Context: an optimization exercise on an open-source flow, tuned for small area, a short achievable clock period and few clock cycles per item. The choices shown serve that exercise and are no tape-out recipe.
Only simulation tests tie the RTL to the original design; equivalence was not proved.

## flow/config.mk

```make
export PLATFORM = sky130hd
export DESIGN_NAME = pipelined_floating_point_multiplier
export DESIGN_NICKNAME = pipelined_floating_point_multiplier
export VERILOG_FILES = /design/flow/design.v
export SDC_FILE = /design/flow/constraint.sdc
export NUM_CORES = 4
export LEC_CHECK = 0
export CAP_MARGIN = 20
export CORE_MARGIN = 2
export CORE_UTILIZATION = 40
export SETUP_SLACK_MARGIN = 5.0
export SLEW_MARGIN = 20
export SYNTH_HIERARCHICAL = 1
```

## flow/constraint.sdc

```tcl
create_clock -name core_clock -period 9.0 [get_ports {clk}]
set_input_delay 1.8000 -clock core_clock [delete_from_list [all_inputs] [get_ports {clk}]]
set_output_delay 1.8000 -clock core_clock [all_outputs]
set_load 0.01 [all_outputs]
```

## flow/design.v

```verilog
module pipelined_floating_point_multiplier #(
  parameter int unsigned EXPONENT_WIDTH   = 8,
  parameter int unsigned MANTISSA_WIDTH   = 23,
  parameter int unsigned ROUND_TO_NEAREST = 1
) (
  input  logic        clk,
  input  logic        rst,
  input  logic        in_valid,
  output logic        in_ready,
  input  logic [31:0] a,
  input  logic [31:0] b,
  output logic        out_valid,
  input  logic        out_ready,
  output logic [31:0] out,
  output logic        underflow_flag,
  output logic        overflow_flag,
  output logic        invalid_operation_flag
);
  logic en;
  logic r2_v;
  fpm_rdy u_rdy_port (.v(r2_v), .ordy(out_ready), .rdy(in_ready));
  fpm_rdy u_rdy_en   (.v(r2_v), .ordy(out_ready), .rdy(en));
  logic        a_s, b_s;
  logic [7:0]  a_e, b_e;
  logic [22:0] a_m, b_m;
  assign {a_s, a_e, a_m} = a;
  assign {b_s, b_e, b_m} = b;
  logic a_e1, b_e1, a_ez, b_ez;
  assign a_e1 = &a_e;
  assign b_e1 = &b_e;
  assign a_ez = ~|a_e;
  assign b_ez = ~|b_e;
  logic [25:0] yy;
  logic [11:0] c_bone, c_btwo, c_bneg;
  assign yy = {1'b1, b_m, 1'b0};
  always_comb begin
    for (int k = 0; k < 12; k++) begin
      c_bone[k] = yy[2*k+1] ^ yy[2*k];
      c_btwo[k] = (yy[2*k+2] & ~yy[2*k+1] & ~yy[2*k]) | (~yy[2*k+2] & yy[2*k+1] & yy[2*k]);
      c_bneg[k] = yy[2*k+2];
    end
  end
  logic        r0_v;
  logic        r0_s;
  logic        r0_a_e1, r0_a_ez, r0_b_e1, r0_b_ez;
  logic [8:0]  r0_es;
  logic [22:0] r0_ma;
  logic [11:0] r0_bone, r0_btwo, r0_bneg;
  always_ff @(posedge clk or posedge rst) begin
    if (rst)     r0_v <= 1'b0;
    else if (en) r0_v <= in_valid;
  end
  always_ff @(posedge clk) begin
    if (en) begin
      r0_s    <= a_s ^ b_s;
      r0_a_e1 <= a_e1;
      r0_a_ez <= a_ez;
      r0_b_e1 <= b_e1;
      r0_b_ez <= b_ez;
      r0_es   <= {1'b0, a_e} + {1'b0, b_e};
      r0_ma   <= a_m;
      r0_bone <= c_bone;
      r0_btwo <= c_btwo;
      r0_bneg <= c_bneg;
    end
  end
  logic [47:15] ps, pc;
  logic         pcin;
  fpm_sigmul u_mul (.x(r0_ma), .bone(r0_bone), .btwo(r0_btwo), .bneg(r0_bneg),
                    .s(ps), .c(pc), .cin(pcin));
  logic [22:0] ym;
  always_comb begin
    for (int k = 0; k < 12; k++) begin
      if (2*k+1 <= 22) ym[2*k+1] = r0_bneg[k];
      ym[2*k] = r0_bone[k] ^ ((k == 0) ? 1'b0 : r0_bneg[(k == 0) ? 0 : k-1]);
    end
  end
  logic [23:0] za, zb;
  logic        z22, z23;
  always_comb begin
    for (int i = 0; i < 24; i++) begin
      za[i] = ~|({1'b0, r0_ma} & ((24'd1 << i) - 24'd1));
      zb[i] = ~|({1'b0, ym} & ((24'd1 << i) - 24'd1));
    end
    z22 = 1'b0;
    z23 = 1'b0;
    for (int i = 0; i <= 22; i++) z22 = z22 | (za[i] & zb[22-i]);
    for (int i = 0; i <= 23; i++) z23 = z23 | (za[i] & zb[23-i]);
  end
  logic a_nan, b_nan, a_inf, b_inf;
  logic c_nan, c_inf, c_zero, c_inv;
  logic a_mz, b_mz;
  always_comb begin
    a_mz   = ~|r0_ma;
    b_mz   = ~|ym;
    a_nan  = r0_a_e1 && !a_mz;
    b_nan  = r0_b_e1 && !b_mz;
    a_inf  = r0_a_e1 && a_mz;
    b_inf  = r0_b_e1 && b_mz;
    c_nan  = 1'b0;
    c_inf  = 1'b0;
    c_zero = 1'b0;
    c_inv  = 1'b0;
    if (a_nan || b_nan) begin
      c_nan = 1'b1;
      c_inv = (a_nan && !r0_ma[22]) || (b_nan && !ym[22]);
    end else if ((a_inf && r0_b_ez) || (r0_a_ez && b_inf)) begin
      c_nan = 1'b1;
      c_inv = 1'b1;
    end else if (a_inf || b_inf) begin
      c_inf = 1'b1;
    end else if (r0_a_ez || r0_b_ez) begin
      c_zero = 1'b1;
    end
  end
  logic        r1_s, r1_nan, r1_inf, r1_zero, r1_inv;
  logic [8:0]  r1_es;
  logic [47:15] r1_ps, r1_pc;
  logic         r1_cin;
  logic        r1_st0, r1_st1;
  logic        r1_v;
  always_ff @(posedge clk or posedge rst) begin
    if (rst)     r1_v <= 1'b0;
    else if (en) r1_v <= r0_v;
  end
  always_ff @(posedge clk) begin
    if (en) begin
      r1_s    <= r0_s;
      r1_nan  <= c_nan;
      r1_inf  <= c_inf;
      r1_zero <= c_zero;
      r1_inv  <= c_inv;
      r1_es   <= r0_es;
      r1_ps   <= ps;
      r1_pc   <= pc;
      r1_cin  <= pcin;
      r1_st0  <= !z22;              
      r1_st1  <= !z23;              
    end
  end
  logic [47:15] r1_p;
  assign r1_p = r1_ps + r1_pc + 33'(r1_cin);
  logic        hi;
  logic        rnd_h, rnd_l, d1, ci1, q23, cy_h, cy_l;
  logic [23:0] ones;
  logic [46:24] q;
  logic [22:0] man_r;
  logic        cy;
  logic        uf, of;
  logic [7:0]  e_p1, e_p2, e_out;
  logic [7:0]  e_0;
  logic        uf0, uf1, of0, of1, m0, m1;
  always_comb begin
    e_0 = r1_es[7:0] + 8'd129;       
    uf0 = r1_es < 9'd128;            
    uf1 = r1_es < 9'd127;            
    of0 = r1_es >= 9'd382;           
    of1 = r1_es >= 9'd381;           
    m0  = r1_es == 9'd381;           
    m1  = r1_es == 9'd380;           
  end
  always_comb begin
    hi    = r1_p[47];
    rnd_h = r1_p[23] && (r1_st1 || r1_p[24]);
    rnd_l = r1_p[22] && (r1_st0 || r1_p[23]);
    for (int k = 0; k < 24; k++) ones[k] = &(r1_p[46:24] | ~(23'h7FFFFF >> (23 - k)));
    d1    = !hi && rnd_l;                         
    ci1   = (hi && rnd_h) || (d1 && r1_p[23]);    
    q23   = r1_p[23] ^ d1;
    for (int i = 0; i < 23; i++) q[24+i] = r1_p[24+i] ^ (ci1 && ones[i]);
    man_r = hi ? q[46:24] : {q[45:24], q23};
    cy_h  = rnd_h && ones[23];                    
    cy_l  = rnd_l && r1_p[23] && ones[22];        
    cy    = hi ? cy_h : cy_l;
    uf    = hi ? uf1 : uf0;
    of    = hi ? (of1 || (m1 && cy_h)) : (of0 || (m0 && cy_l));
    e_p1  = r1_es[7:0] + 8'd130;
    e_p2  = r1_es[7:0] + 8'd131;
    e_out = (hi && cy) ? e_p2 : (hi || cy) ? e_p1 : e_0;
  end
  logic k_nan, k_inf, k_zero, uf_d, of_d, inv_d;
  always_comb begin
    k_nan = r1_nan;
    uf_d  = !r1_nan && !r1_inf && !r1_zero && uf;
    of_d  = !r1_nan && !r1_inf && !r1_zero && !uf && of;
    inv_d = r1_nan && r1_inv;
    k_inf = !r1_nan && (r1_inf || of_d);
    k_zero = !r1_nan && !r1_inf && (r1_zero || uf_d);
  end
  logic        r2_s;
  logic [7:0]  r2_e;
  logic [22:0] r2_m;
  logic        r2_nan, r2_inf, r2_zero, r2_uf, r2_of, r2_inv;
  always_ff @(posedge clk or posedge rst) begin
    if (rst)     r2_v <= 1'b0;
    else if (en) r2_v <= r1_v;
  end
  always_ff @(posedge clk) begin
    if (en) begin
      r2_s    <= r1_s;
      r2_e    <= e_out;
      r2_m    <= man_r;
      r2_nan  <= k_nan;
      r2_inf  <= k_inf;
      r2_zero <= k_zero;
      r2_uf   <= uf_d;
      r2_of   <= of_d;
      r2_inv  <= inv_d;
    end
  end
  always_comb begin
    if (r2_nan)       out = 32'hFFC00000;
    else if (r2_inf)  out = {r2_s, 8'hFF, 23'd0};
    else if (r2_zero) out = {r2_s, 31'd0};
    else              out = {r2_s, r2_e, r2_m};
  end
  assign underflow_flag         = r2_uf;
  assign overflow_flag          = r2_of;
  assign invalid_operation_flag = r2_inv;
  assign out_valid = r2_v;
endmodule
module fpm_rdy (
  input  logic v,
  input  logic ordy,
  output logic rdy
);
  assign rdy = !(v && !ordy);
endmodule
module fpm_sigmul (
  input  logic [22:0] x,
  input  logic [11:0] bone, btwo, bneg,
  output logic [47:15] s, c,
  output logic cin
);
  logic [23:0] xx;
  assign xx = {1'b1, x};
  logic [24:0] pp0;
  logic [24:0] pp1;
  logic [24:0] pp2;
  logic [24:0] pp3;
  logic [24:0] pp4;
  logic [24:0] pp5;
  logic [24:0] pp6;
  logic [24:0] pp7;
  logic [24:0] pp8;
  logic [24:0] pp9;
  logic [24:0] pp10;
  logic [24:0] pp11;
  always_comb begin
    pp0 = ({1'b0, xx} & {25{bone[0]}} | {xx, 1'b0} & {25{btwo[0]}}) ^ {25{bneg[0]}};
    pp1 = ({1'b0, xx} & {25{bone[1]}} | {xx, 1'b0} & {25{btwo[1]}}) ^ {25{bneg[1]}};
    pp2 = ({1'b0, xx} & {25{bone[2]}} | {xx, 1'b0} & {25{btwo[2]}}) ^ {25{bneg[2]}};
    pp3 = ({1'b0, xx} & {25{bone[3]}} | {xx, 1'b0} & {25{btwo[3]}}) ^ {25{bneg[3]}};
    pp4 = ({1'b0, xx} & {25{bone[4]}} | {xx, 1'b0} & {25{btwo[4]}}) ^ {25{bneg[4]}};
    pp5 = ({1'b0, xx} & {25{bone[5]}} | {xx, 1'b0} & {25{btwo[5]}}) ^ {25{bneg[5]}};
    pp6 = ({1'b0, xx} & {25{bone[6]}} | {xx, 1'b0} & {25{btwo[6]}}) ^ {25{bneg[6]}};
    pp7 = ({1'b0, xx} & {25{bone[7]}} | {xx, 1'b0} & {25{btwo[7]}}) ^ {25{bneg[7]}};
    pp8 = ({1'b0, xx} & {25{bone[8]}} | {xx, 1'b0} & {25{btwo[8]}}) ^ {25{bneg[8]}};
    pp9 = ({1'b0, xx} & {25{bone[9]}} | {xx, 1'b0} & {25{btwo[9]}}) ^ {25{bneg[9]}};
    pp10 = ({1'b0, xx} & {25{bone[10]}} | {xx, 1'b0} & {25{btwo[10]}}) ^ {25{bneg[10]}};
    pp11 = ({1'b0, xx} & {25{bone[11]}} | {xx, 1'b0} & {25{btwo[11]}}) ^ {25{bneg[11]}};
  end
  wire s1, c2;
  fpm_ha u_s1 (.a(bneg[8]), .b(pp0[16]), .s(s1), .c(c2));
  wire s3, c4;
  fpm_ha u_s3 (.a(pp0[17]), .b(pp1[15]), .s(s3), .c(c4));
  wire s5, c6;
  fpm_fa u_s5 (.a(bneg[9]), .b(pp0[18]), .ci(pp1[16]), .s(s5), .co(c6));
  wire s7, c8;
  fpm_ha u_s7 (.a(pp2[14]), .b(pp3[12]), .s(s7), .c(c8));
  wire s9, c10;
  fpm_fa u_s9 (.a(pp0[19]), .b(pp1[17]), .ci(pp2[15]), .s(s9), .co(c10));
  wire s11, c12;
  fpm_ha u_s11 (.a(pp3[13]), .b(pp4[11]), .s(s11), .c(c12));
  wire s13, c14;
  fpm_fa u_s13 (.a(bneg[10]), .b(pp0[20]), .ci(pp1[18]), .s(s13), .co(c14));
  wire s15, c16;
  fpm_fa u_s15 (.a(pp2[16]), .b(pp3[14]), .ci(pp4[12]), .s(s15), .co(c16));
  wire s17, c18;
  fpm_ha u_s17 (.a(pp5[10]), .b(pp6[8]), .s(s17), .c(c18));
  wire s19, c20;
  fpm_fa u_s19 (.a(pp0[21]), .b(pp1[19]), .ci(pp2[17]), .s(s19), .co(c20));
  wire s21, c22;
  fpm_fa u_s21 (.a(pp3[15]), .b(pp4[13]), .ci(pp5[11]), .s(s21), .co(c22));
  wire s23, c24;
  fpm_ha u_s23 (.a(pp6[9]), .b(pp7[7]), .s(s23), .c(c24));
  wire s25, c26;
  fpm_fa u_s25 (.a(bneg[11]), .b(pp0[22]), .ci(pp1[20]), .s(s25), .co(c26));
  wire s27, c28;
  fpm_fa u_s27 (.a(pp2[18]), .b(pp3[16]), .ci(pp4[14]), .s(s27), .co(c28));
  wire s29, c30;
  fpm_fa u_s29 (.a(pp5[12]), .b(pp6[10]), .ci(pp7[8]), .s(s29), .co(c30));
  wire s31, c32;
  fpm_ha u_s31 (.a(pp8[6]), .b(pp9[4]), .s(s31), .c(c32));
  wire s33, c34;
  fpm_fa u_s33 (.a(pp0[23]), .b(pp1[21]), .ci(pp2[19]), .s(s33), .co(c34));
  wire s35, c36;
  fpm_fa u_s35 (.a(pp3[17]), .b(pp4[15]), .ci(pp5[13]), .s(s35), .co(c36));
  wire s37, c38;
  fpm_fa u_s37 (.a(pp6[11]), .b(pp7[9]), .ci(pp8[7]), .s(s37), .co(c38));
  wire s39, c40;
  fpm_ha u_s39 (.a(pp9[5]), .b(pp10[3]), .s(s39), .c(c40));
  wire s41, c42;
  fpm_fa u_s41 (.a(x[0]), .b(pp0[24]), .ci(pp1[22]), .s(s41), .co(c42));
  wire s43, c44;
  fpm_fa u_s43 (.a(pp2[20]), .b(pp3[18]), .ci(pp4[16]), .s(s43), .co(c44));
  wire s45, c46;
  fpm_fa u_s45 (.a(pp5[14]), .b(pp6[12]), .ci(pp7[10]), .s(s45), .co(c46));
  wire s47, c48;
  fpm_fa u_s47 (.a(pp8[8]), .b(pp9[6]), .ci(pp10[4]), .s(s47), .co(c48));
  wire s49, c50;
  fpm_fa u_s49 (.a(x[1]), .b(bneg[0]), .ci(pp1[23]), .s(s49), .co(c50));
  wire s51, c52;
  fpm_fa u_s51 (.a(pp2[21]), .b(pp3[19]), .ci(pp4[17]), .s(s51), .co(c52));
  wire s53, c54;
  fpm_fa u_s53 (.a(pp5[15]), .b(pp6[13]), .ci(pp7[11]), .s(s53), .co(c54));
  wire s55, c56;
  fpm_fa u_s55 (.a(pp8[9]), .b(pp9[7]), .ci(pp10[5]), .s(s55), .co(c56));
  wire s57, c58;
  fpm_fa u_s57 (.a(x[2]), .b(bneg[0]), .ci(pp1[24]), .s(s57), .co(c58));
  wire s59, c60;
  fpm_fa u_s59 (.a(pp2[22]), .b(pp3[20]), .ci(pp4[18]), .s(s59), .co(c60));
  wire s61, c62;
  fpm_fa u_s61 (.a(pp5[16]), .b(pp6[14]), .ci(pp7[12]), .s(s61), .co(c62));
  wire s63, c64;
  fpm_fa u_s63 (.a(pp8[10]), .b(pp9[8]), .ci(pp10[6]), .s(s63), .co(c64));
  wire s65, c66;
  fpm_fa u_s65 (.a(x[3]), .b(~bneg[1]), .ci(~bneg[0]), .s(s65), .co(c66));
  wire s67, c68;
  fpm_fa u_s67 (.a(pp2[23]), .b(pp3[21]), .ci(pp4[19]), .s(s67), .co(c68));
  wire s69, c70;
  fpm_fa u_s69 (.a(pp5[17]), .b(pp6[15]), .ci(pp7[13]), .s(s69), .co(c70));
  wire s71, c72;
  fpm_fa u_s71 (.a(pp8[11]), .b(pp9[9]), .ci(pp10[7]), .s(s71), .co(c72));
  wire s73, c74;
  fpm_fa u_s73 (.a(x[4]), .b(1'b1), .ci(pp2[24]), .s(s73), .co(c74));
  wire s75, c76;
  fpm_fa u_s75 (.a(pp3[22]), .b(pp4[20]), .ci(pp5[18]), .s(s75), .co(c76));
  wire s77, c78;
  fpm_fa u_s77 (.a(pp6[16]), .b(pp7[14]), .ci(pp8[12]), .s(s77), .co(c78));
  wire s79, c80;
  fpm_ha u_s79 (.a(pp9[10]), .b(pp10[8]), .s(s79), .c(c80));
  wire s81, c82;
  fpm_fa u_s81 (.a(x[5]), .b(~bneg[2]), .ci(pp3[23]), .s(s81), .co(c82));
  wire s83, c84;
  fpm_fa u_s83 (.a(pp4[21]), .b(pp5[19]), .ci(pp6[17]), .s(s83), .co(c84));
  wire s85, c86;
  fpm_fa u_s85 (.a(pp7[15]), .b(pp8[13]), .ci(pp9[11]), .s(s85), .co(c86));
  wire s87, c88;
  fpm_fa u_s87 (.a(x[6]), .b(1'b1), .ci(pp3[24]), .s(s87), .co(c88));
  wire s89, c90;
  fpm_fa u_s89 (.a(pp4[22]), .b(pp5[20]), .ci(pp6[18]), .s(s89), .co(c90));
  wire s91, c92;
  fpm_ha u_s91 (.a(pp7[16]), .b(pp8[14]), .s(s91), .c(c92));
  wire s93, c94;
  fpm_fa u_s93 (.a(x[7]), .b(~bneg[3]), .ci(pp4[23]), .s(s93), .co(c94));
  wire s95, c96;
  fpm_fa u_s95 (.a(pp5[21]), .b(pp6[19]), .ci(pp7[17]), .s(s95), .co(c96));
  wire s97, c98;
  fpm_fa u_s97 (.a(x[8]), .b(1'b1), .ci(pp4[24]), .s(s97), .co(c98));
  wire s99, c100;
  fpm_ha u_s99 (.a(pp5[22]), .b(pp6[20]), .s(s99), .c(c100));
  wire s101, c102;
  fpm_fa u_s101 (.a(x[9]), .b(~bneg[4]), .ci(pp5[23]), .s(s101), .co(c102));
  wire s103, c104;
  fpm_ha u_s103 (.a(x[10]), .b(1'b1), .s(s103), .c(c104));
  wire s105, c106;
  fpm_ha u_s105 (.a(bneg[5]), .b(pp0[10]), .s(s105), .c(c106));
  wire s107, c108;
  fpm_ha u_s107 (.a(pp0[11]), .b(pp1[9]), .s(s107), .c(c108));
  wire s109, c110;
  fpm_fa u_s109 (.a(bneg[6]), .b(pp0[12]), .ci(pp1[10]), .s(s109), .co(c110));
  wire s111, c112;
  fpm_ha u_s111 (.a(pp2[8]), .b(pp3[6]), .s(s111), .c(c112));
  wire s113, c114;
  fpm_fa u_s113 (.a(pp0[13]), .b(pp1[11]), .ci(pp2[9]), .s(s113), .co(c114));
  wire s115, c116;
  fpm_ha u_s115 (.a(pp3[7]), .b(pp4[5]), .s(s115), .c(c116));
  wire s117, c118;
  fpm_fa u_s117 (.a(bneg[7]), .b(pp0[14]), .ci(pp1[12]), .s(s117), .co(c118));
  wire s119, c120;
  fpm_fa u_s119 (.a(pp2[10]), .b(pp3[8]), .ci(pp4[6]), .s(s119), .co(c120));
  wire s121, c122;
  fpm_ha u_s121 (.a(pp5[4]), .b(pp6[2]), .s(s121), .c(c122));
  wire s123, c124;
  fpm_fa u_s123 (.a(pp0[15]), .b(pp1[13]), .ci(pp2[11]), .s(s123), .co(c124));
  wire s125, c126;
  fpm_fa u_s125 (.a(pp3[9]), .b(pp4[7]), .ci(pp5[5]), .s(s125), .co(c126));
  wire s127, c128;
  fpm_ha u_s127 (.a(pp6[3]), .b(pp7[1]), .s(s127), .c(c128));
  wire s129, c130;
  fpm_fa u_s129 (.a(pp1[14]), .b(pp2[12]), .ci(pp3[10]), .s(s129), .co(c130));
  wire s131, c132;
  fpm_fa u_s131 (.a(pp4[8]), .b(pp5[6]), .ci(pp6[4]), .s(s131), .co(c132));
  wire s133, c134;
  fpm_fa u_s133 (.a(pp7[2]), .b(pp8[0]), .ci(s1), .s(s133), .co(c134));
  wire s135, c136;
  fpm_fa u_s135 (.a(pp2[13]), .b(pp3[11]), .ci(pp4[9]), .s(s135), .co(c136));
  wire s137, c138;
  fpm_fa u_s137 (.a(pp5[7]), .b(pp6[5]), .ci(pp7[3]), .s(s137), .co(c138));
  wire s139, c140;
  fpm_fa u_s139 (.a(pp8[1]), .b(c2), .ci(s3), .s(s139), .co(c140));
  wire s141, c142;
  fpm_fa u_s141 (.a(pp4[10]), .b(pp5[8]), .ci(pp6[6]), .s(s141), .co(c142));
  wire s143, c144;
  fpm_fa u_s143 (.a(pp7[4]), .b(pp8[2]), .ci(pp9[0]), .s(s143), .co(c144));
  wire s145, c146;
  fpm_fa u_s145 (.a(c4), .b(s7), .ci(s5), .s(s145), .co(c146));
  wire s147, c148;
  fpm_fa u_s147 (.a(pp5[9]), .b(pp6[7]), .ci(pp7[5]), .s(s147), .co(c148));
  wire s149, c150;
  fpm_fa u_s149 (.a(pp8[3]), .b(pp9[1]), .ci(c8), .s(s149), .co(c150));
  wire s151, c152;
  fpm_fa u_s151 (.a(s11), .b(c6), .ci(s9), .s(s151), .co(c152));
  wire s153, c154;
  fpm_fa u_s153 (.a(pp7[6]), .b(pp8[4]), .ci(pp9[2]), .s(s153), .co(c154));
  wire s155, c156;
  fpm_fa u_s155 (.a(pp10[0]), .b(c12), .ci(s17), .s(s155), .co(c156));
  wire s157, c158;
  fpm_fa u_s157 (.a(c10), .b(s13), .ci(s15), .s(s157), .co(c158));
  wire s159, c160;
  fpm_fa u_s159 (.a(pp8[5]), .b(pp9[3]), .ci(pp10[1]), .s(s159), .co(c160));
  wire s161, c162;
  fpm_fa u_s161 (.a(c18), .b(s23), .ci(c14), .s(s161), .co(c162));
  wire s163, c164;
  fpm_fa u_s163 (.a(c16), .b(s19), .ci(s21), .s(s163), .co(c164));
  wire s165, c166;
  fpm_fa u_s165 (.a(pp10[2]), .b(pp11[0]), .ci(c24), .s(s165), .co(c166));
  wire s167, c168;
  fpm_fa u_s167 (.a(s31), .b(c20), .ci(c22), .s(s167), .co(c168));
  wire s169, c170;
  fpm_fa u_s169 (.a(s25), .b(s27), .ci(s29), .s(s169), .co(c170));
  wire s171, c172;
  fpm_fa u_s171 (.a(pp11[1]), .b(c32), .ci(s39), .s(s171), .co(c172));
  wire s173, c174;
  fpm_fa u_s173 (.a(c26), .b(c28), .ci(c30), .s(s173), .co(c174));
  wire s175, c176;
  fpm_fa u_s175 (.a(s33), .b(s35), .ci(s37), .s(s175), .co(c176));
  wire s177, c178;
  fpm_fa u_s177 (.a(pp11[2]), .b(c40), .ci(c34), .s(s177), .co(c178));
  wire s179, c180;
  fpm_fa u_s179 (.a(c36), .b(c38), .ci(s41), .s(s179), .co(c180));
  wire s181, c182;
  fpm_fa u_s181 (.a(s43), .b(s45), .ci(s47), .s(s181), .co(c182));
  wire s183, c184;
  fpm_fa u_s183 (.a(pp11[3]), .b(s49), .ci(c42), .s(s183), .co(c184));
  wire s185, c186;
  fpm_fa u_s185 (.a(c44), .b(c46), .ci(c48), .s(s185), .co(c186));
  wire s187, c188;
  fpm_fa u_s187 (.a(s51), .b(s53), .ci(s55), .s(s187), .co(c188));
  wire s189, c190;
  fpm_fa u_s189 (.a(pp11[4]), .b(s57), .ci(c50), .s(s189), .co(c190));
  wire s191, c192;
  fpm_fa u_s191 (.a(c52), .b(c54), .ci(c56), .s(s191), .co(c192));
  wire s193, c194;
  fpm_fa u_s193 (.a(s59), .b(s61), .ci(s63), .s(s193), .co(c194));
  wire s195, c196;
  fpm_fa u_s195 (.a(pp11[5]), .b(s65), .ci(c58), .s(s195), .co(c196));
  wire s197, c198;
  fpm_fa u_s197 (.a(c60), .b(c62), .ci(c64), .s(s197), .co(c198));
  wire s199, c200;
  fpm_fa u_s199 (.a(s67), .b(s69), .ci(s71), .s(s199), .co(c200));
  wire s201, c202;
  fpm_fa u_s201 (.a(pp11[6]), .b(c66), .ci(s79), .s(s201), .co(c202));
  wire s203, c204;
  fpm_fa u_s203 (.a(s73), .b(c68), .ci(c70), .s(s203), .co(c204));
  wire s205, c206;
  fpm_fa u_s205 (.a(c72), .b(s75), .ci(s77), .s(s205), .co(c206));
  wire s207, c208;
  fpm_fa u_s207 (.a(pp10[9]), .b(pp11[7]), .ci(c80), .s(s207), .co(c208));
  wire s209, c210;
  fpm_fa u_s209 (.a(s81), .b(c74), .ci(c76), .s(s209), .co(c210));
  wire s211, c212;
  fpm_fa u_s211 (.a(c78), .b(s83), .ci(s85), .s(s211), .co(c212));
  wire s213, c214;
  fpm_fa u_s213 (.a(pp9[12]), .b(pp10[10]), .ci(pp11[8]), .s(s213), .co(c214));
  wire s215, c216;
  fpm_fa u_s215 (.a(s91), .b(s87), .ci(c82), .s(s215), .co(c216));
  wire s217, c218;
  fpm_fa u_s217 (.a(c84), .b(c86), .ci(s89), .s(s217), .co(c218));
  wire s219, c220;
  fpm_fa u_s219 (.a(pp8[15]), .b(pp9[13]), .ci(pp10[11]), .s(s219), .co(c220));
  wire s221, c222;
  fpm_fa u_s221 (.a(pp11[9]), .b(c92), .ci(s93), .s(s221), .co(c222));
  wire s223, c224;
  fpm_fa u_s223 (.a(c88), .b(c90), .ci(s95), .s(s223), .co(c224));
  wire s225, c226;
  fpm_fa u_s225 (.a(pp7[18]), .b(pp8[16]), .ci(pp9[14]), .s(s225), .co(c226));
  wire s227, c228;
  fpm_fa u_s227 (.a(pp10[12]), .b(pp11[10]), .ci(s99), .s(s227), .co(c228));
  wire s229, c230;
  fpm_fa u_s229 (.a(s97), .b(c94), .ci(c96), .s(s229), .co(c230));
  wire s231, c232;
  fpm_fa u_s231 (.a(pp6[21]), .b(pp7[19]), .ci(pp8[17]), .s(s231), .co(c232));
  wire s233, c234;
  fpm_fa u_s233 (.a(pp9[15]), .b(pp10[13]), .ci(pp11[11]), .s(s233), .co(c234));
  wire s235, c236;
  fpm_fa u_s235 (.a(c100), .b(s101), .ci(c98), .s(s235), .co(c236));
  wire s237, c238;
  fpm_fa u_s237 (.a(s103), .b(pp5[24]), .ci(pp6[22]), .s(s237), .co(c238));
  wire s239, c240;
  fpm_fa u_s239 (.a(pp7[20]), .b(pp8[18]), .ci(pp9[16]), .s(s239), .co(c240));
  wire s241, c242;
  fpm_fa u_s241 (.a(pp10[14]), .b(pp11[12]), .ci(c102), .s(s241), .co(c242));
  wire s243, c244;
  fpm_fa u_s243 (.a(x[11]), .b(c104), .ci(~bneg[5]), .s(s243), .co(c244));
  wire s245, c246;
  fpm_fa u_s245 (.a(pp6[23]), .b(pp7[21]), .ci(pp8[19]), .s(s245), .co(c246));
  wire s247, c248;
  fpm_fa u_s247 (.a(pp9[17]), .b(pp10[15]), .ci(pp11[13]), .s(s247), .co(c248));
  wire s249, c250;
  fpm_fa u_s249 (.a(x[12]), .b(1'b1), .ci(pp6[24]), .s(s249), .co(c250));
  wire s251, c252;
  fpm_fa u_s251 (.a(pp7[22]), .b(pp8[20]), .ci(pp9[18]), .s(s251), .co(c252));
  wire s253, c254;
  fpm_ha u_s253 (.a(pp10[16]), .b(pp11[14]), .s(s253), .c(c254));
  wire s255, c256;
  fpm_fa u_s255 (.a(x[13]), .b(~bneg[6]), .ci(pp7[23]), .s(s255), .co(c256));
  wire s257, c258;
  fpm_fa u_s257 (.a(pp8[21]), .b(pp9[19]), .ci(pp10[17]), .s(s257), .co(c258));
  wire s259, c260;
  fpm_fa u_s259 (.a(x[14]), .b(1'b1), .ci(pp7[24]), .s(s259), .co(c260));
  wire s261, c262;
  fpm_ha u_s261 (.a(pp8[22]), .b(pp9[20]), .s(s261), .c(c262));
  wire s263, c264;
  fpm_fa u_s263 (.a(x[15]), .b(~bneg[7]), .ci(pp8[23]), .s(s263), .co(c264));
  wire s265, c266;
  fpm_ha u_s265 (.a(x[16]), .b(1'b1), .s(s265), .c(c266));
  wire s267, c268;
  fpm_ha u_s267 (.a(bneg[3]), .b(pp0[6]), .s(s267), .c(c268));
  wire s269, c270;
  fpm_ha u_s269 (.a(pp0[7]), .b(pp1[5]), .s(s269), .c(c270));
  wire s271, c272;
  fpm_fa u_s271 (.a(bneg[4]), .b(pp0[8]), .ci(pp1[6]), .s(s271), .co(c272));
  wire s273, c274;
  fpm_ha u_s273 (.a(pp2[4]), .b(pp3[2]), .s(s273), .c(c274));
  wire s275, c276;
  fpm_fa u_s275 (.a(pp0[9]), .b(pp1[7]), .ci(pp2[5]), .s(s275), .co(c276));
  wire s277, c278;
  fpm_ha u_s277 (.a(pp3[3]), .b(pp4[1]), .s(s277), .c(c278));
  wire s279, c280;
  fpm_fa u_s279 (.a(pp1[8]), .b(pp2[6]), .ci(pp3[4]), .s(s279), .co(c280));
  wire s281, c282;
  fpm_fa u_s281 (.a(pp4[2]), .b(pp5[0]), .ci(s105), .s(s281), .co(c282));
  wire s283, c284;
  fpm_fa u_s283 (.a(pp2[7]), .b(pp3[5]), .ci(pp4[3]), .s(s283), .co(c284));
  wire s285, c286;
  fpm_fa u_s285 (.a(pp5[1]), .b(c106), .ci(s107), .s(s285), .co(c286));
  wire s287, c288;
  fpm_fa u_s287 (.a(pp4[4]), .b(pp5[2]), .ci(pp6[0]), .s(s287), .co(c288));
  wire s289, c290;
  fpm_fa u_s289 (.a(c108), .b(s111), .ci(s109), .s(s289), .co(c290));
  wire s291, c292;
  fpm_fa u_s291 (.a(pp5[3]), .b(pp6[1]), .ci(c112), .s(s291), .co(c292));
  wire s293, c294;
  fpm_fa u_s293 (.a(s115), .b(c110), .ci(s113), .s(s293), .co(c294));
  wire s295, c296;
  fpm_fa u_s295 (.a(pp7[0]), .b(c116), .ci(s121), .s(s295), .co(c296));
  wire s297, c298;
  fpm_fa u_s297 (.a(c114), .b(s117), .ci(s119), .s(s297), .co(c298));
  wire s299, c300;
  fpm_fa u_s299 (.a(c122), .b(s127), .ci(c118), .s(s299), .co(c300));
  wire s301, c302;
  fpm_fa u_s301 (.a(c120), .b(s123), .ci(s125), .s(s301), .co(c302));
  wire s303, c304;
  fpm_fa u_s303 (.a(c128), .b(c124), .ci(c126), .s(s303), .co(c304));
  wire s305, c306;
  fpm_fa u_s305 (.a(s129), .b(s131), .ci(s133), .s(s305), .co(c306));
  wire s307, c308;
  fpm_fa u_s307 (.a(c130), .b(c132), .ci(s135), .s(s307), .co(c308));
  wire s309, c310;
  fpm_fa u_s309 (.a(s137), .b(c134), .ci(s139), .s(s309), .co(c310));
  wire s311, c312;
  fpm_fa u_s311 (.a(c136), .b(c138), .ci(s141), .s(s311), .co(c312));
  wire s313, c314;
  fpm_fa u_s313 (.a(s143), .b(c140), .ci(s145), .s(s313), .co(c314));
  wire s315, c316;
  fpm_fa u_s315 (.a(c142), .b(c144), .ci(s147), .s(s315), .co(c316));
  wire s317, c318;
  fpm_fa u_s317 (.a(s149), .b(c146), .ci(s151), .s(s317), .co(c318));
  wire s319, c320;
  fpm_fa u_s319 (.a(c148), .b(s153), .ci(c150), .s(s319), .co(c320));
  wire s321, c322;
  fpm_fa u_s321 (.a(s155), .b(c152), .ci(s157), .s(s321), .co(c322));
  wire s323, c324;
  fpm_fa u_s323 (.a(c154), .b(s159), .ci(c156), .s(s323), .co(c324));
  wire s325, c326;
  fpm_fa u_s325 (.a(s161), .b(c158), .ci(s163), .s(s325), .co(c326));
  wire s327, c328;
  fpm_fa u_s327 (.a(c160), .b(s165), .ci(c162), .s(s327), .co(c328));
  wire s329, c330;
  fpm_fa u_s329 (.a(c164), .b(s167), .ci(s169), .s(s329), .co(c330));
  wire s331, c332;
  fpm_fa u_s331 (.a(c166), .b(s171), .ci(c168), .s(s331), .co(c332));
  wire s333, c334;
  fpm_fa u_s333 (.a(c170), .b(s173), .ci(s175), .s(s333), .co(c334));
  wire s335, c336;
  fpm_fa u_s335 (.a(c172), .b(s177), .ci(c174), .s(s335), .co(c336));
  wire s337, c338;
  fpm_fa u_s337 (.a(c176), .b(s179), .ci(s181), .s(s337), .co(c338));
  wire s339, c340;
  fpm_fa u_s339 (.a(c178), .b(s183), .ci(c180), .s(s339), .co(c340));
  wire s341, c342;
  fpm_fa u_s341 (.a(c182), .b(s185), .ci(s187), .s(s341), .co(c342));
  wire s343, c344;
  fpm_fa u_s343 (.a(c184), .b(c186), .ci(s189), .s(s343), .co(c344));
  wire s345, c346;
  fpm_fa u_s345 (.a(c188), .b(s191), .ci(s193), .s(s345), .co(c346));
  wire s347, c348;
  fpm_fa u_s347 (.a(s195), .b(c190), .ci(c192), .s(s347), .co(c348));
  wire s349, c350;
  fpm_fa u_s349 (.a(c194), .b(s197), .ci(s199), .s(s349), .co(c350));
  wire s351, c352;
  fpm_fa u_s351 (.a(s201), .b(c196), .ci(c198), .s(s351), .co(c352));
  wire s353, c354;
  fpm_fa u_s353 (.a(c200), .b(s203), .ci(s205), .s(s353), .co(c354));
  wire s355, c356;
  fpm_fa u_s355 (.a(s207), .b(c202), .ci(c204), .s(s355), .co(c356));
  wire s357, c358;
  fpm_fa u_s357 (.a(c206), .b(s209), .ci(s211), .s(s357), .co(c358));
  wire s359, c360;
  fpm_fa u_s359 (.a(s213), .b(c208), .ci(c210), .s(s359), .co(c360));
  wire s361, c362;
  fpm_fa u_s361 (.a(s215), .b(c212), .ci(s217), .s(s361), .co(c362));
  wire s363, c364;
  fpm_fa u_s363 (.a(c214), .b(s219), .ci(s221), .s(s363), .co(c364));
  wire s365, c366;
  fpm_fa u_s365 (.a(c216), .b(c218), .ci(s223), .s(s365), .co(c366));
  wire s367, c368;
  fpm_fa u_s367 (.a(c220), .b(s225), .ci(s227), .s(s367), .co(c368));
  wire s369, c370;
  fpm_fa u_s369 (.a(c222), .b(c224), .ci(s229), .s(s369), .co(c370));
  wire s371, c372;
  fpm_fa u_s371 (.a(c226), .b(s231), .ci(s233), .s(s371), .co(c372));
  wire s373, c374;
  fpm_fa u_s373 (.a(c228), .b(c230), .ci(s235), .s(s373), .co(c374));
  wire s375, c376;
  fpm_fa u_s375 (.a(c232), .b(c234), .ci(s237), .s(s375), .co(c376));
  wire s377, c378;
  fpm_fa u_s377 (.a(s239), .b(s241), .ci(c236), .s(s377), .co(c378));
  wire s379, c380;
  fpm_fa u_s379 (.a(s243), .b(c238), .ci(c240), .s(s379), .co(c380));
  wire s381, c382;
  fpm_fa u_s381 (.a(s245), .b(s247), .ci(c242), .s(s381), .co(c382));
  wire s383, c384;
  fpm_fa u_s383 (.a(c244), .b(s253), .ci(s249), .s(s383), .co(c384));
  wire s385, c386;
  fpm_fa u_s385 (.a(c246), .b(c248), .ci(s251), .s(s385), .co(c386));
  wire s387, c388;
  fpm_fa u_s387 (.a(pp11[15]), .b(c254), .ci(s255), .s(s387), .co(c388));
  wire s389, c390;
  fpm_fa u_s389 (.a(c250), .b(c252), .ci(s257), .s(s389), .co(c390));
  wire s391, c392;
  fpm_fa u_s391 (.a(pp10[18]), .b(pp11[16]), .ci(s261), .s(s391), .co(c392));
  wire s393, c394;
  fpm_fa u_s393 (.a(s259), .b(c256), .ci(c258), .s(s393), .co(c394));
  wire s395, c396;
  fpm_fa u_s395 (.a(pp9[21]), .b(pp10[19]), .ci(pp11[17]), .s(s395), .co(c396));
  wire s397, c398;
  fpm_fa u_s397 (.a(c262), .b(s263), .ci(c260), .s(s397), .co(c398));
  wire s399, c400;
  fpm_fa u_s399 (.a(s265), .b(pp8[24]), .ci(pp9[22]), .s(s399), .co(c400));
  wire s401, c402;
  fpm_fa u_s401 (.a(pp10[20]), .b(pp11[18]), .ci(c264), .s(s401), .co(c402));
  wire s403, c404;
  fpm_fa u_s403 (.a(x[17]), .b(c266), .ci(~bneg[8]), .s(s403), .co(c404));
  wire s405, c406;
  fpm_fa u_s405 (.a(pp9[23]), .b(pp10[21]), .ci(pp11[19]), .s(s405), .co(c406));
  wire s407, c408;
  fpm_fa u_s407 (.a(x[18]), .b(1'b1), .ci(pp9[24]), .s(s407), .co(c408));
  wire s409, c410;
  fpm_ha u_s409 (.a(pp10[22]), .b(pp11[20]), .s(s409), .c(c410));
  wire s411, c412;
  fpm_fa u_s411 (.a(x[19]), .b(~bneg[9]), .ci(pp10[23]), .s(s411), .co(c412));
  wire s413, c414;
  fpm_ha u_s413 (.a(x[20]), .b(1'b1), .s(s413), .c(c414));
  wire s415, c416;
  fpm_ha u_s415 (.a(bneg[2]), .b(pp0[4]), .s(s415), .c(c416));
  wire s417, c418;
  fpm_ha u_s417 (.a(pp0[5]), .b(pp1[3]), .s(s417), .c(c418));
  wire s419, c420;
  fpm_fa u_s419 (.a(pp1[4]), .b(pp2[2]), .ci(pp3[0]), .s(s419), .co(c420));
  wire s421, c422;
  fpm_fa u_s421 (.a(pp2[3]), .b(pp3[1]), .ci(c268), .s(s421), .co(c422));
  wire s423, c424;
  fpm_fa u_s423 (.a(pp4[0]), .b(c270), .ci(s273), .s(s423), .co(c424));
  wire s425, c426;
  fpm_fa u_s425 (.a(c274), .b(s277), .ci(c272), .s(s425), .co(c426));
  wire s427, c428;
  fpm_fa u_s427 (.a(c278), .b(c276), .ci(s279), .s(s427), .co(c428));
  wire s429, c430;
  fpm_fa u_s429 (.a(c280), .b(s283), .ci(c282), .s(s429), .co(c430));
  wire s431, c432;
  fpm_fa u_s431 (.a(c284), .b(s287), .ci(c286), .s(s431), .co(c432));
  wire s433, c434;
  fpm_fa u_s433 (.a(c288), .b(s291), .ci(c290), .s(s433), .co(c434));
  wire s435, c436;
  fpm_fa u_s435 (.a(c292), .b(s295), .ci(c294), .s(s435), .co(c436));
  wire s437, c438;
  fpm_fa u_s437 (.a(c296), .b(s299), .ci(c298), .s(s437), .co(c438));
  wire s439, c440;
  fpm_fa u_s439 (.a(c300), .b(c302), .ci(s303), .s(s439), .co(c440));
  wire s441, c442;
  fpm_fa u_s441 (.a(c304), .b(s307), .ci(c306), .s(s441), .co(c442));
  wire s443, c444;
  fpm_fa u_s443 (.a(c308), .b(s311), .ci(c310), .s(s443), .co(c444));
  wire s445, c446;
  fpm_fa u_s445 (.a(c312), .b(s315), .ci(c314), .s(s445), .co(c446));
  wire s447, c448;
  fpm_fa u_s447 (.a(c316), .b(s319), .ci(c318), .s(s447), .co(c448));
  wire s449, c450;
  fpm_fa u_s449 (.a(s323), .b(c320), .ci(c322), .s(s449), .co(c450));
  wire s451, c452;
  fpm_fa u_s451 (.a(c324), .b(s327), .ci(c326), .s(s451), .co(c452));
  wire s453, c454;
  fpm_fa u_s453 (.a(c328), .b(s331), .ci(c330), .s(s453), .co(c454));
  wire s455, c456;
  fpm_fa u_s455 (.a(c332), .b(s335), .ci(c334), .s(s455), .co(c456));
  wire s457, c458;
  fpm_fa u_s457 (.a(c336), .b(s339), .ci(c338), .s(s457), .co(c458));
  wire s459, c460;
  fpm_fa u_s459 (.a(c340), .b(s343), .ci(c342), .s(s459), .co(c460));
  wire s461, c462;
  fpm_fa u_s461 (.a(c344), .b(s347), .ci(c346), .s(s461), .co(c462));
  wire s463, c464;
  fpm_fa u_s463 (.a(c348), .b(s351), .ci(c350), .s(s463), .co(c464));
  wire s465, c466;
  fpm_fa u_s465 (.a(s355), .b(c352), .ci(c354), .s(s465), .co(c466));
  wire s467, c468;
  fpm_fa u_s467 (.a(s359), .b(c356), .ci(c358), .s(s467), .co(c468));
  wire s469, c470;
  fpm_fa u_s469 (.a(s363), .b(c360), .ci(c362), .s(s469), .co(c470));
  wire s471, c472;
  fpm_fa u_s471 (.a(s367), .b(c364), .ci(c366), .s(s471), .co(c472));
  wire s473, c474;
  fpm_fa u_s473 (.a(s371), .b(c368), .ci(c370), .s(s473), .co(c474));
  wire s475, c476;
  fpm_fa u_s475 (.a(c372), .b(s375), .ci(c374), .s(s475), .co(c476));
  wire s477, c478;
  fpm_fa u_s477 (.a(c376), .b(s379), .ci(s381), .s(s477), .co(c478));
  wire s479, c480;
  fpm_fa u_s479 (.a(s383), .b(c380), .ci(s385), .s(s479), .co(c480));
  wire s481, c482;
  fpm_fa u_s481 (.a(s387), .b(c384), .ci(c386), .s(s481), .co(c482));
  wire s483, c484;
  fpm_fa u_s483 (.a(s391), .b(c388), .ci(c390), .s(s483), .co(c484));
  wire s485, c486;
  fpm_fa u_s485 (.a(s395), .b(c392), .ci(c394), .s(s485), .co(c486));
  wire s487, c488;
  fpm_fa u_s487 (.a(c396), .b(s399), .ci(s401), .s(s487), .co(c488));
  wire s489, c490;
  fpm_fa u_s489 (.a(s403), .b(c400), .ci(s405), .s(s489), .co(c490));
  wire s491, c492;
  fpm_fa u_s491 (.a(c404), .b(s409), .ci(s407), .s(s491), .co(c492));
  wire s493, c494;
  fpm_fa u_s493 (.a(pp11[21]), .b(c410), .ci(s411), .s(s493), .co(c494));
  wire s495, c496;
  fpm_fa u_s495 (.a(s413), .b(pp10[24]), .ci(pp11[22]), .s(s495), .co(c496));
  wire s497, c498;
  fpm_fa u_s497 (.a(x[21]), .b(c414), .ci(~bneg[10]), .s(s497), .co(c498));
  wire s499, c500;
  fpm_ha u_s499 (.a(x[22]), .b(1'b1), .s(s499), .c(c500));
  wire s501, c502;
  fpm_ha u_s501 (.a(bneg[1]), .b(pp0[2]), .s(s501), .c(c502));
  wire s503, c504;
  fpm_ha u_s503 (.a(pp0[3]), .b(pp1[1]), .s(s503), .c(c504));
  wire s505, c506;
  fpm_fa u_s505 (.a(pp1[2]), .b(pp2[0]), .ci(s415), .s(s505), .co(c506));
  wire s507, c508;
  fpm_fa u_s507 (.a(pp2[1]), .b(c416), .ci(s417), .s(s507), .co(c508));
  wire s509, c510;
  fpm_fa u_s509 (.a(c418), .b(s267), .ci(s419), .s(s509), .co(c510));
  wire s511, c512;
  fpm_fa u_s511 (.a(s269), .b(c420), .ci(s421), .s(s511), .co(c512));
  wire s513, c514;
  fpm_fa u_s513 (.a(s271), .b(c422), .ci(s423), .s(s513), .co(c514));
  wire s515, c516;
  fpm_fa u_s515 (.a(s275), .b(c424), .ci(s425), .s(s515), .co(c516));
  wire s517, c518;
  fpm_fa u_s517 (.a(s281), .b(c426), .ci(s427), .s(s517), .co(c518));
  wire s519, c520;
  fpm_fa u_s519 (.a(s285), .b(c428), .ci(s429), .s(s519), .co(c520));
  wire s521, c522;
  fpm_fa u_s521 (.a(s289), .b(s431), .ci(c430), .s(s521), .co(c522));
  wire s523, c524;
  fpm_fa u_s523 (.a(s293), .b(c432), .ci(s433), .s(s523), .co(c524));
  wire s525, c526;
  fpm_fa u_s525 (.a(s297), .b(s435), .ci(c434), .s(s525), .co(c526));
  wire s527, c528;
  fpm_fa u_s527 (.a(s301), .b(s437), .ci(c436), .s(s527), .co(c528));
  wire s529, c530;
  fpm_fa u_s529 (.a(s305), .b(c438), .ci(s439), .s(s529), .co(c530));
  wire s531, c532;
  fpm_fa u_s531 (.a(s309), .b(c440), .ci(s441), .s(s531), .co(c532));
  wire s533, c534;
  fpm_fa u_s533 (.a(s313), .b(c442), .ci(s443), .s(s533), .co(c534));
  wire s535, c536;
  fpm_fa u_s535 (.a(s317), .b(c444), .ci(s445), .s(s535), .co(c536));
  wire s537, c538;
  fpm_fa u_s537 (.a(s321), .b(c446), .ci(s447), .s(s537), .co(c538));
  wire s539, c540;
  fpm_fa u_s539 (.a(s325), .b(c448), .ci(s449), .s(s539), .co(c540));
  wire s541, c542;
  fpm_fa u_s541 (.a(s329), .b(s451), .ci(c450), .s(s541), .co(c542));
  wire s543, c544;
  fpm_fa u_s543 (.a(s333), .b(s453), .ci(c452), .s(s543), .co(c544));
  wire s545, c546;
  fpm_fa u_s545 (.a(s337), .b(s455), .ci(c454), .s(s545), .co(c546));
  wire s547, c548;
  fpm_fa u_s547 (.a(s341), .b(c456), .ci(s457), .s(s547), .co(c548));
  wire s549, c550;
  fpm_fa u_s549 (.a(s345), .b(c458), .ci(s459), .s(s549), .co(c550));
  wire s551, c552;
  fpm_fa u_s551 (.a(s349), .b(c460), .ci(s461), .s(s551), .co(c552));
  wire s553, c554;
  fpm_fa u_s553 (.a(s353), .b(c462), .ci(s463), .s(s553), .co(c554));
  wire s555, c556;
  fpm_fa u_s555 (.a(s357), .b(s465), .ci(c464), .s(s555), .co(c556));
  wire s557, c558;
  fpm_fa u_s557 (.a(s361), .b(s467), .ci(c466), .s(s557), .co(c558));
  wire s559, c560;
  fpm_fa u_s559 (.a(s365), .b(s469), .ci(c468), .s(s559), .co(c560));
  wire s561, c562;
  fpm_fa u_s561 (.a(s369), .b(s471), .ci(c470), .s(s561), .co(c562));
  wire s563, c564;
  fpm_fa u_s563 (.a(s373), .b(s473), .ci(c472), .s(s563), .co(c564));
  wire s565, c566;
  fpm_fa u_s565 (.a(s377), .b(s475), .ci(c474), .s(s565), .co(c566));
  wire s567, c568;
  fpm_fa u_s567 (.a(c378), .b(s477), .ci(c476), .s(s567), .co(c568));
  wire s569, c570;
  fpm_fa u_s569 (.a(c382), .b(s479), .ci(c478), .s(s569), .co(c570));
  wire s571, c572;
  fpm_fa u_s571 (.a(s389), .b(s481), .ci(c480), .s(s571), .co(c572));
  wire s573, c574;
  fpm_fa u_s573 (.a(s393), .b(s483), .ci(c482), .s(s573), .co(c574));
  wire s575, c576;
  fpm_fa u_s575 (.a(s397), .b(s485), .ci(c484), .s(s575), .co(c576));
  wire s577, c578;
  fpm_fa u_s577 (.a(c398), .b(s487), .ci(c486), .s(s577), .co(c578));
  wire s579, c580;
  fpm_fa u_s579 (.a(c402), .b(s489), .ci(c488), .s(s579), .co(c580));
  wire s581, c582;
  fpm_fa u_s581 (.a(c406), .b(s491), .ci(c490), .s(s581), .co(c582));
  wire s583, c584;
  fpm_fa u_s583 (.a(c408), .b(s493), .ci(c492), .s(s583), .co(c584));
  wire s585, c586;
  fpm_fa u_s585 (.a(c412), .b(s495), .ci(c494), .s(s585), .co(c586));
  wire s587, c588;
  fpm_fa u_s587 (.a(pp11[23]), .b(s497), .ci(c496), .s(s587), .co(c588));
  wire s589, c590;
  fpm_fa u_s589 (.a(s499), .b(pp11[24]), .ci(c498), .s(s589), .co(c590));
  wire s591, c592;
  fpm_fa u_s591 (.a(1'b1), .b(c500), .ci(~bneg[11]), .s(s591), .co(c592));
  logic [47:0] r0, r1;
  logic [15:0] lsum;
  assign r0 = {c590, c588, c586, c584, c582, c580, c578, c576, c574, c572, c570, c568, c566, c564, c562, c560, c558, c556, c554, c552, c550, c548, c546, c544, c542, c540, c538, c536, c534, c532, c530, c528, c526, c524, c522, c520, c518, c516, c514, c512, c510, c508, c506, c504, c502, s501, pp0[1], bneg[0]};
  assign r1 = {s591, s589, s587, s585, s583, s581, s579, s577, s575, s573, s571, s569, s567, s565, s563, s561, s559, s557, s555, s553, s551, s549, s547, s545, s543, s541, s539, s537, s535, s533, s531, s529, s527, s525, s523, s521, s519, s517, s515, s513, s511, s509, s507, s505, s503, pp1[0], 1'b0, pp0[0]};
  assign lsum = {1'b0, r0[14:0]} + {1'b0, r1[14:0]};
  assign cin = lsum[15];
  assign s = r0[47:15];
  assign c = r1[47:15];
endmodule
module fpm_fa (
  input  logic a, b, ci,
  output logic s, co
);
  assign s  = a ^ b ^ ci;
  assign co = (a & b) | (a & ci) | (b & ci);
endmodule
module fpm_ha (
  input  logic a, b,
  output logic s, c
);
  assign s = a ^ b;
  assign c = a & b;
endmodule
```

## flow/flow/run.sh

```bash
#!/bin/bash
# Standard layout, with the port buffers as buf_1 cells instead of the
# default choice. Each tool's output goes to a log file in this folder.
set -e

export BUFFER_PORTS_ARGS="-buffer_cell sky130_fd_sc_hd__buf_1"
bash standard.sh > standard.log 2>&1
```

## flow/standard.sh

```bash
#!/bin/bash
# synth_recipe.tcl (not shown) runs the flow's synth.tcl, then flattens the netlist and writes it again
# the make line also repeats each setting of config.mk as NAME=value (left out here)
make -C /OpenROAD-flow-scripts/flow DESIGN_CONFIG=/design/flow/config.mk WORK_HOME=/design/flow/orfs CLKGATE_MAP_FILE= SYNTH_SCRIPT=/design/flow/synth_recipe.tcl "${@:-finish}"
```

==> results of run 1 <==
[through the flow]
step,setup slack [ps],hold slack (ps),cell area (um^2),util (%),instances
finish,5060,422,25100,44.7,2864
floorplan,5020,400,22700,-,2090
global route,4980,437,25100,44.7,2864
global placement,4380,407,23200,41.4,2795
CTS,4970,428,24300,43.2,2837
detailed placement,4260,408,23200,41.4,2795
[how the worst min path moves through the flow]
stage | from | end | slack, ps | cells past startpoint
6_report | r0_es[1] | r1_es[1] | 420 | 0
5_1_grt | r0_es[8] | r1_es[8] | 440 | 0
4_1_cts | r0_es[1] | r1_es[1] | 430 | 0
3_5_place_dp | r0_es[4] | r1_es[4] | 410 | 0
3_3_place_gp | r0_es[7] | r1_es[7] | 410 | 0
2_1_floorplan | r0_es[0] | r1_es[0] | 400 | 0
[state kept, by name, indices dropped and copies added (netlist names), 8 cells and up]
signal	cells
r0_bneg	11
r1_ps	33
r0_ma	23
r0_bone	12
r0_es	9
r2_e	8
r1_pc	33
r0_btwo	12
r1_es	9
r2_m	23
[timing repair]
item | CTS | global route
cloned | 1 | 1
endpoints found under the setup margin | 53 | 30
gates resized for setup | 65 | 104
buffers inserted | 9 | 26
pin swaps | 9 | 41
endpoints found under the hold margin | 0 | 0
[kinds of logic after synthesis]
group / Yosys count / synth area share (%)
compound gates: 538 / 16.4
xor+xnor: 356 / 13.8
fa+ha+maj: 359 / 28.6
buf+inv: 265 / 6.43
flops: 196 / 25.9
mux: 8 / 0.403
other cells: 2 / 0.0332
simple gates: 355 / 8.38
[synth_stat cells (4+ instances only)]
cell type,n
a21o_1,11
nand4_1,18
o21ai_1,4
buf_4,80
and2_1,35
o31ai_1,5
buf_2,121
a211oi_1,14
nand3_1,19
o21a_1,8
xor2_1,41
a22oi_1,266
nor2b_1,11
inv_1,49
nor4_1,13
nor2_1,70
or4_1,10
ha_1,94
mux2_2,5
nor4b_1,4
fa_1,265
a31o_2,7
o22ai_1,6
nand3b_1,12
and3_1,9
a31oi_1,9
or3_1,9
nand2_1,84
o211ai_1,9
xnor2_1,315
nor3_1,27
a21oi_1,91
o221ai_1,4
edfxtp_1,193
nand2b_1,15
clkbuf_1,11
o21ai_0,66
[layer usage]
metal	global-route usage, %	vias to the layer above	part of all wire [%]
li1	-	7437	-
met4	8.41	0	3.5
met2	33.0	928	44
met3	6.69	158	10
met1	29.6	8547	43
met5	0	-	0
[modules after synthesis, one instance, submodules excluded]
module / copies in the design / cells / cell area [um^2]
fpm_fa: 264 / 1 / 20.0
fpm_ha: 32 / 1 / 12.5
fpm_rdy: 2 / 1 / 6.26
fpm_sigmul: 1 / 831 / 6190
pipelined_floating_point_multiplier: 1 / 950 / 10700
[critical path, stage by stage]
cell      delay [ps]
buf_1             80
nand2b_1         130
buf_1            130
[layout make-up]
class,count,area share (%)
Clock buffer,17,1.69
Clock inverter,15,0.942
Inverter,49,0.732
Multi-Input combinational cell,1629,64.2
Sequential cell,196,23.4
Tap cell,756,3.77
Timing Repair Buffer,202,5.33
==> results_dict.tcl, run 1 <==
set metrics [dict create \
    routed_wl_um 64500 \
    multiInputGateArea_um2 16100 \
    synth_seq_cells 196 \
    clock_sinks 196 \
    setup_tns_ps 0 \
    synth_area_leaders "edfxtp_1 26%, fa_1 23%, xnor2_1 12%, a22oi_1 8.8%, ha_1 5.2%" \
    grt_pass1_wl_um 100000 \
    min_period_over_period_pct 43.8 \
    outcome "no timing/DRC/antenna violations" \
    setup_viol 0 \
    nets 2522 \
    antenna_found_initial 1 \
    cts_hold_buffers 0 \
    viasPerCell 5.96 \
    grt_pass1_vias 17392 \
    fp.dieW_um 242 \
    antenna_left 0 \
    core-area_um2 56200 \
    syn_area_um2 22600 \
    cts_tree "done" \
    crit_type "in2out" \
    vias 17070 \
    avgSynthCellArea_um2 10.9 \
    async_reset_ff_share_pct 1.53 \
    fillers 5260 \
    worstPathArrival_ps 2140 \
    diodes 0 \
    wl_per_cell_um 22.5 \
    ys_seq_area_share_pct 25.9 \
    worst_pin_slew_ps 1160 \
    synth_top_area_share_pct 25.6 \
    drt-initial-drc-count 1679 \
    path_clk_slew_ps 90 \
    skew_ps 18.8 \
    grt_max_degree 77 \
    mostFrequentLayoutCell "xnor2_1" \
    die_y_um 242 \
    cts_buffer_depth 2 \
    max_cap_violations 0 \
    clock-root-buffer "clkbuf_16" \
    hold_violations 0 \
    period_minus_slack_ps 3940 \
    overflow 0 \
    drc 0 \
    hp-class "reg2reg" \
    dieArea_um2 58500 \
    portBuffers 104 \
    fmax_ghz 0.254 \
    cts_buffers 17 \
    area_growth_pct 10.9 \
    place_hpwl_um 41500 \
    r2r_slack_ps 5120 \
    cp-start-kind "input pin" \
    timing.rr.end "r1_pc[27]" \
    max_slew_margin_pct 22.8 \
    rsz0062_at_grt "false" \
    cp-startpoint "out_ready" \
    dr.pass1.iters 6 \
    critPathCapture "in_ready" \
    yosysUniqueCellTypes 83 \
    synth_edf_count 193 \
    drv_slew 0 \
    grtUsageTotal_pct 21.9 \
    drive_gt1_share_pct 12.3 \
    synth_ff_type "edfxtp_1" \
    reg2reg_depth 8 \
    pin_count 105 \
    h-tree-depth 4 \
    gp_congestion 0.909 \
    start_util_pct 40.3 \
    crit_required_ps 7200 \
    cp_max_fo 2 \
    placementRows 87 \
    final_cell_mix "308 x xnor2_1, 262 x fa_1, 259 x a22oi_1" \
    clock_latency_ps 500 \
    crit_path_end_kind "primary output" \
    yosys_warnings 8 \
    register_area_um2 5870 \
    r2r_start "r0_ma[19]" \
    synth_area_leader_cell "edfxtp_1" \
    synth_cells 2079 \
]
Testbench counts, summed over its fixed seeds: cycles 12,024, items 12,000.
==> run 2, diff against run 1 <==
--- a/flow/config.mk
+++ b/flow/config.mk
@@ -10,3 +10,3 @@
 export CORE_UTILIZATION = 40
-export SETUP_SLACK_MARGIN = 5.0
+export SETUP_SLACK_MARGIN = 4.95
 export SLEW_MARGIN = 20
==> run 2 against run 1 <==
  * Critical path depth is 9 higher
  * Area after synthesis stayed put
  * Largest cell class unchanged
==> results_dict.tcl, run 2 <==
set metrics [dict create \
    whs_path_depth 0 \
    reg2reg_depth 12 \
    max_cap_violations 0 \
    hold_violations 0 \
    viasPerCell 5.90 \
    ys_seq_area_share_pct 25.9 \
    synth_most_common_cell "xnor2_1" \
    synth_edf_count 193 \
    hold_path_startpoint "r0_es[4]" \
    vias 16852 \
    synth_area_leaders "edfxtp_1 26%, fa_1 23%, xnor2_1 12%, a22oi_1 8.8%, ha_1 5.2%" \
    cts_buffers 17 \
    dieArea_um2 58500 \
    synth_seq_cells 196 \
    synth_cells 2079 \
    final_cell_mix "312 x xnor2_1, 261 x fa_1, 260 x a22oi_1" \
    drv_slew 0 \
    crit_path_end_kind "register" \
    cts_tree "done" \
    period_minus_slack_ps 3950 \
    drive_gt1_share_pct 11.1 \
    path_clk_slew_ps 100 \
    avgSynthCellArea_um2 10.9 \
    fmax_ghz 0.253 \
    syn_area_um2 22600 \
    clock_sinks 196 \
    rsz0062_at_grt "true" \
    start_util_pct 40.3 \
    utilization_pct 44.2 \
    worstPathArrival_ps 4260 \
    crit_required_ps 9310 \
    routed_wl_um 65000 \
    cp-start-kind "register" \
    dr.pass1.iters 6 \
    timing.rr.end "r1_cin" \
    diodes 0 \
    cts_buffer_depth 2 \
    die_y_um 242 \
    skew_ps 23.4 \
    cp_max_fo 28 \
    min_to "r1_es[4]" \
    fin_cells 2858 \
    grtUsageTotal_pct 22.2 \
    antenna_left 0 \
    outcome "no timing/DRC/antenna violations" \
    synth_ff_type "edfxtp_1" \
    setup_viol 0 \
    fillers 5356 \
    core-area_um2 56200 \
    place_hpwl_um 42000 \
    drc 0 \
    grt_pass1_vias 17634 \
    min_period_over_period_pct 43.9 \
    worst_pin_slew_ps 999 \
    fin_area_um2 24800 \
    max_slew_margin_pct 32.8 \
    reg_top3 "r1_pc x33, r1_ps x33" \
    synth_top_area_share_pct 25.6 \
    overflow 0 \
    async_reset_ff_share_pct 1.53 \
    clock-root-buffer "clkbuf_16" \
    hp-class "reg2reg" \
    h-tree-depth 4 \
    drt-initial-drc-count 1585 \
    clock_latency_ps 500 \
    area_growth_pct 9.56 \
    grt_pass1_wl_um 101000 \
    wl_per_cell_um 22.7 \
    nets 2516 \
    yosys_warnings 8 \
    placementRows 87 \
    antenna_found_initial 1 \
    crit_type "reg2reg" \
    synth_commonest_cells "315 x xnor2_1, 266 x a22oi_1, 265 x fa_1" \
    dpl.cell_count 2795 \
    mostFrequentLayoutCell "xnor2_1" \
    pin_count 105 \
    gp_congestion 0.909 \
    setup_tns_ps 0 \
    yosysUniqueCellTypes 83 \
    r2r_slack_ps 5050 \
    fp.dieW_um 242 \
    postPlaceCellArea_um2 23200 \
    grt_max_degree 70 \
    r2r_start "r0_ma[13]" \
    synth_area_leader_cell "edfxtp_1" \
    portBuffers 104 \
]
-- run 2: cell counts after synthesis --
Identical to the previous run, type by type.
-- run 2: area by class of cell --
type	count	area, um^2	share of cell area [%]
inverter	49	184	0.742
multi-input combinational	1629	15900	64.2
clock buffer	17	425	1.72
timing repair buffer	196	1210	4.88
tap	756	946	3.81
clock inverter	15	238	0.958
sequential	196	5870	23.7
-- run 2: metrics by stage --
stage | hold slack (ps) | worst slack (ps)
2_1_floorplan | 400 | 4950
3_3_place_gp | 407 | 4390
3_5_place_dp | 405 | 4340
4_1_cts | 427 | 4930
5_1_grt | 440 | 4840
6_report | 426 | 5050
-- run 2: how the worst max path moves through the flow --
| stage | from | depth (start not counted) | to |
|---|---|---|---|
| finish | r0_ma[13] | 12 | r1_cin |
| global route | r1_ps[19] | 15 | r2_e[4] |
| CTS | r1_pc[22] | 13 | r2_e[4] |
| detailed placement | r1_ps[19] | 12 | r2_e[4] |
| global placement | r1_ps[15] | 15 | r2_m[17] |
| floorplan | r1_ps[28] | 18 | r2_m[21] |
-- run 2: Yosys stat by module (local to each module, per instance) --
| module | cells inside | times used |
|---|---|---|
| fpm_fa | 1 | 264 |
| pipelined_floating_point_multiplier | 950 | 1 |
| fpm_ha | 1 | 32 |
| fpm_rdy | 1 | 2 |
| fpm_sigmul | 831 | 1 |
-- run 2: cells by family (layout without fill, tap and decap cells) --
logic type      after synthesis  in the layout  share of synthesized area, %
compound gates              538            538                          16.4
fa+ha+maj                   359            359                          28.6
xor+xnor                    356            356                          13.8
simple gates                355            355                          8.38
buf+inv                     265            277                          6.43
flops                       196            196                          25.9
mux                           8              8                         0.403
other cells                   2             13                        0.0332
-- run 2: worst max-delay path, stage by stage, from the launching register on --
cell	delay (ps)
edfxtp_1	440
buf_12	200
a22oi_2	210
xnor2_1	110
fa_1	520
fa_2	380
fa_1	520
fa_2	480
ha_4	290
nand2_1	80
nor2_2	150
nand2_1	120
o21ai_4	240
-- run 2: layer usage --
metal  up-vias  GRT usage [%]  part of all wire (%)
li1       7428              -                     -
met1      8434           30.0                    43
met2       866           34.4                    45
met3       124           5.84                   9.3
met4         0           7.73                   2.2
met5         -              0                     0
-- run 2: what timing repair did --
item / 4_1_cts / 5_1_grt
hold buffers: 0 / 0
pin swaps: 7 / 19
resized for setup: 60 / 70
buffers inserted: 10 / 19
setup endpoints to repair: 34 / 28

-- static timing again, ports no longer ideal --
In the flow no input, the clock included, has a driving cell. The finished layouts below were timed again as built, in two steps. Step 1 (the two cells are an assumption about what drives the block):
set clk [get_ports {clk}]
set_driving_cell -lib_cell sky130_fd_sc_hd__clkbuf_16 $clk
set_driving_cell -lib_cell sky130_fd_sc_hd__buf_2 [delete_from_list [all_inputs] $clk]
Step 2 times the ports against the registers' clock, not the clock port: input delays grow and output delays shrink by t, the midpoint of the rising clock arrivals with the driver on. Slacks: ideal ports / drivers / drivers and shift; pairs: ideal ports / drivers.
run | shift t [ns] | setup slack, ns | worst setup path after step 2 | clock arrival spread, ns | worst register clock-pin slew, ns
run 1 | 0.545 | 5.059 / 5.036 / 5.036 | input to output | 0.019 / 0.018 | 0.09 / 0.09
run 2 | 0.549 | 5.053 / 5.034 / 5.034 | input to output | 0.024 / 0.024 | 0.10 / 0.10
After both steps every run listed still meets setup and hold. For run 1, which loses most, drivers alone change the setup slack by -0.023 ns; drivers and shift together by -0.023 ns.
